Source: an optimization exercise on an open RTL-to-GDS flow (aim: small area). Production flows keep margins and buffers that such runs may drop. The RTL was checked by simulation tests, not by an equivalence proof against the original design. No activity file was given, so power comes from the tool's default toggle rates.

job 6093:
==> flow/design.v (excerpt) <==
module fos_tdm_sched #(
    parameter int NCH = 4,
    parameter int DW  = 32,
    parameter int CW  = 11,
    localparam int CHW = $clog2(NCH)
) (
    input  logic              clk,
    input  logic              reset,
    input  logic [NCH-1:0]    in_valid,
    input  logic [NCH*DW-1:0] in_data,
    output logic [NCH-1:0]    in_ready,
    output logic              out_valid,
    output logic [DW-1:0]     out_data,
    output logic [CHW-1:0]    out_ch,
    input  logic              out_ready,
    input  logic              cfg_we,
    input  logic              cfg_clr,
    input  logic [CHW-1:0]    cfg_ch,
    input  logic [CW-1:0]     cfg_a1,
    input  logic [CW-1:0]     cfg_b1
);
For scale: roughly 200 I/O pins, ~29000 sq um of cells after synthesis.
Settings: LEC_CHECK=0, ABC_AREA=1, CAP_MARGIN=20, CORE_MARGIN=2, CORE_UTILIZATION=70, CTS_BUF_LIST=sky130_fd_sc_hd__clkbuf_4 sky130_fd_sc_hd__clkbuf_8, GPL_TIMING_DRIVEN=0, SLEW_MARGIN=20; clock period 11.0 ns.
standard.sh (not shown) runs the stock make flow with config.mk's settings and CLKGATE_MAP_FILE= SYNTH_SCRIPT=/design/flow/synth_recipe.tcl, a recipe that flattens the netlist after the stock synthesis.
==> flow/flow/run.sh <==
#!/bin/bash
set -euo pipefail
bash standard.sh "BUFFER_PORTS_ARGS=-buffer_cell sky130_fd_sc_hd__buf_1" finish > standard.log 2>&1
[flow] job 6093 | stages: complete | final checks: fail | reason: setup timing
What job 3309 does differently from job 6093 at the input level:
- GPL_TIMING_DRIVEN changed from 0 to 1
- CAP_MARGIN changed from 20 to 5
- CTS_BUF_LIST removed (was sky130_fd_sc_hd__clkbuf_4 sky130_fd_sc_hd__clkbuf_8)
- SLEW_MARGIN changed from 20 to 5
- CORE_UTILIZATION changed from 70 to 65
==> flow/flow/run.sh <==
#!/bin/bash
set -euo pipefail
bash standard.sh \
  "BUFFER_PORTS_ARGS=-buffer_cell sky130_fd_sc_hd__buf_1" \
  "CTS_ARGS=-sink_clustering_enable -repair_clock_nets -dont_use_dummy_load -sink_clustering_size 24 -sink_clustering_max_diameter 150 -buf_list {sky130_fd_sc_hd__clkbuf_8 sky130_fd_sc_hd__clkbuf_16}" \
  finish > standard.log 2>&1
Results
- Every run in job 3309 and job 6093 closed cleanly, with the single exception of job 6093.
- Compared with job 6093, in job 3309 worst hold slack rose 3.5 ps, starting density of the core fell 5.3 points, number of tap cells added at floorplan rose 11%.
- In the tables for job 3309 and job 6093, clock-buffer cell count reads lower with job 3309.
- Design area in job 3309 vs job 6093: down 3.3%
- Per the comparison of job 3309 with job 6093, fraction of standard cell area that is sequential climbed 1.1 points, pin count of the biggest net entering global routing climbed about 90%.
diff inputs: job 3309 => job 6446
- changing SLEW_MARGIN from 5 to 20
- setting CTS_BUF_LIST to sky130_fd_sc_hd__clkbuf_4 sky130_fd_sc_hd__clkbuf_8 for the first time
- changing CAP_MARGIN from 5 to 20
==> flow/flow/run.sh <==
#!/bin/bash
set -euo pipefail
bash standard.sh "BUFFER_PORTS_ARGS=-buffer_cell sky130_fd_sc_hd__buf_1" finish > standard.log 2>&1
--- outcome ---
Re switching power: job 3309 was lower than job 6446.
Area growth from synthesis to final layout ended up 2.6 points higher on job 6446 than on job 3309.
Power per unit of standard cell area (lower): job 3309
Per the comparison of job 6446 with job 3309, routed length on met1 now sits higher, synthesized area now sits at about the same level.
Compare job 3309 and job 6446 | switching power share of the total lower: job 6446
Job 3309 → job 6446: logic depth of the worst setup path including buffers went down, met2 capacity usage during global routing went down, worst hold slack across all endpoints went down.
Inputs modified between job 6446 and job 172:
- CTS_BUF_LIST: sky130_fd_sc_hd__clkbuf_4 sky130_fd_sc_hd__clkbuf_8 -> unset
- PLACE_DENSITY: unset -> 0.75
==> flow/flow/run.sh <==
#!/bin/bash
set -euo pipefail
KNOBS=(
  "BUFFER_PORTS_ARGS=-buffer_cell sky130_fd_sc_hd__buf_1"
  "CTS_ARGS=-sink_clustering_enable -repair_clock_nets -dont_use_dummy_load -sink_clustering_size 30 -sink_clustering_max_diameter 180 -buf_list {sky130_fd_sc_hd__clkbuf_8 sky130_fd_sc_hd__clkbuf_16}"
)
bash standard.sh "${KNOBS[@]}" synth > standard_synth.log 2>&1

RES=orfs/results/sky130hd/fos_tdm_sched/base
LIB=$FLOW_HOME/platforms/sky130hd/lib/sky130_fd_sc_hd__tt_025C_1v80.lib
YOSYS=$FLOW_HOME/../tools/install/yosys/bin/yosys
[[ -x $YOSYS ]] || YOSYS=yosys
cp $RES/1_2_yosys.v $RES/1_2_yosys_standard.v
cat > resyn.ys <<EOF
read_liberty -ignore_miss_func $LIB
read_verilog $RES/1_2_yosys_standard.v
hierarchy -top $FLOW_TOP
setattr -mod -set blackbox 1 sky130_fd_sc_hd__fa_1 sky130_fd_sc_hd__ha_1 sky130_fd_sc_hd__edfxtp_1 sky130_fd_sc_hd__dfxtp_1 sky130_fd_sc_hd__conb_1
flatten
delete t:\$scopeinfo
opt_clean
abc -liberty $LIB -dont_use *lpflow* -dont_use *probe* -script +strash;dch;amap;topo
opt_clean
hilomap -singleton -hicell sky130_fd_sc_hd__conb_1 HI -locell sky130_fd_sc_hd__conb_1 LO
setundef -zero
splitnets
opt_clean -purge
stat -liberty $LIB
write_verilog -noattr -nohex -nodec $RES/1_2_yosys.v
EOF
$YOSYS -l resyn.log resyn.ys > /dev/null 2>&1
rm -f $RES/1_synth.odb $RES/1_synth.sdc
bash standard.sh "${KNOBS[@]}" finish > standard.log 2>&1
Notes after the runs:
Job 172 vs. job 6446: leakage power went down; met2 usage in global routing went down; count of non-filler cells in the finished layout went down; design area went down; setup slack went down.
Job 172 ends up with a final critical-path share of the clock period that is 4.2 points higher than in job 6446.
The die width of job 172 falls short of that of job 6446 by about 4.7%.
For number of non-clock inverters, dividing the value from job 6446 by the value from job 172 gives 1.9.
[compare] base=job 6446 new=job 172: power after layout -13%, wire length -12000 um.

[afterwards: timing with drivers on the ports]
No port has a modelled driver above. Below, the same layouts with a new extraction and two added sets of constraints.
Step 1, drivers: a clkbuf_16 drives clk and a buf_2 each remaining input, both assumed.
Step 2 times the ports against the registers' clock, not the clock port: input delays grow and output delays shrink by t, the midpoint of the rising clock arrivals with the driver on.
Three values: ideal ports, drivers, drivers and shift; two values: the first two.
run	shift t [ns]	setup WS [ns]	worst setup path at the end
job 6093	0.745	-0.105 / -0.070 / -0.815	input to register
job 3309	0.595	1.045 / 1.081 / 0.486	input to register
job 6446	0.718	1.153 / 1.190 / 0.471	input to register
job 172	0.587	0.690 / 0.726 / 0.139	input to register
For job 6093, which loses most, drivers alone change the setup slack by +0.035 ns; drivers and shift together by -0.710 ns.
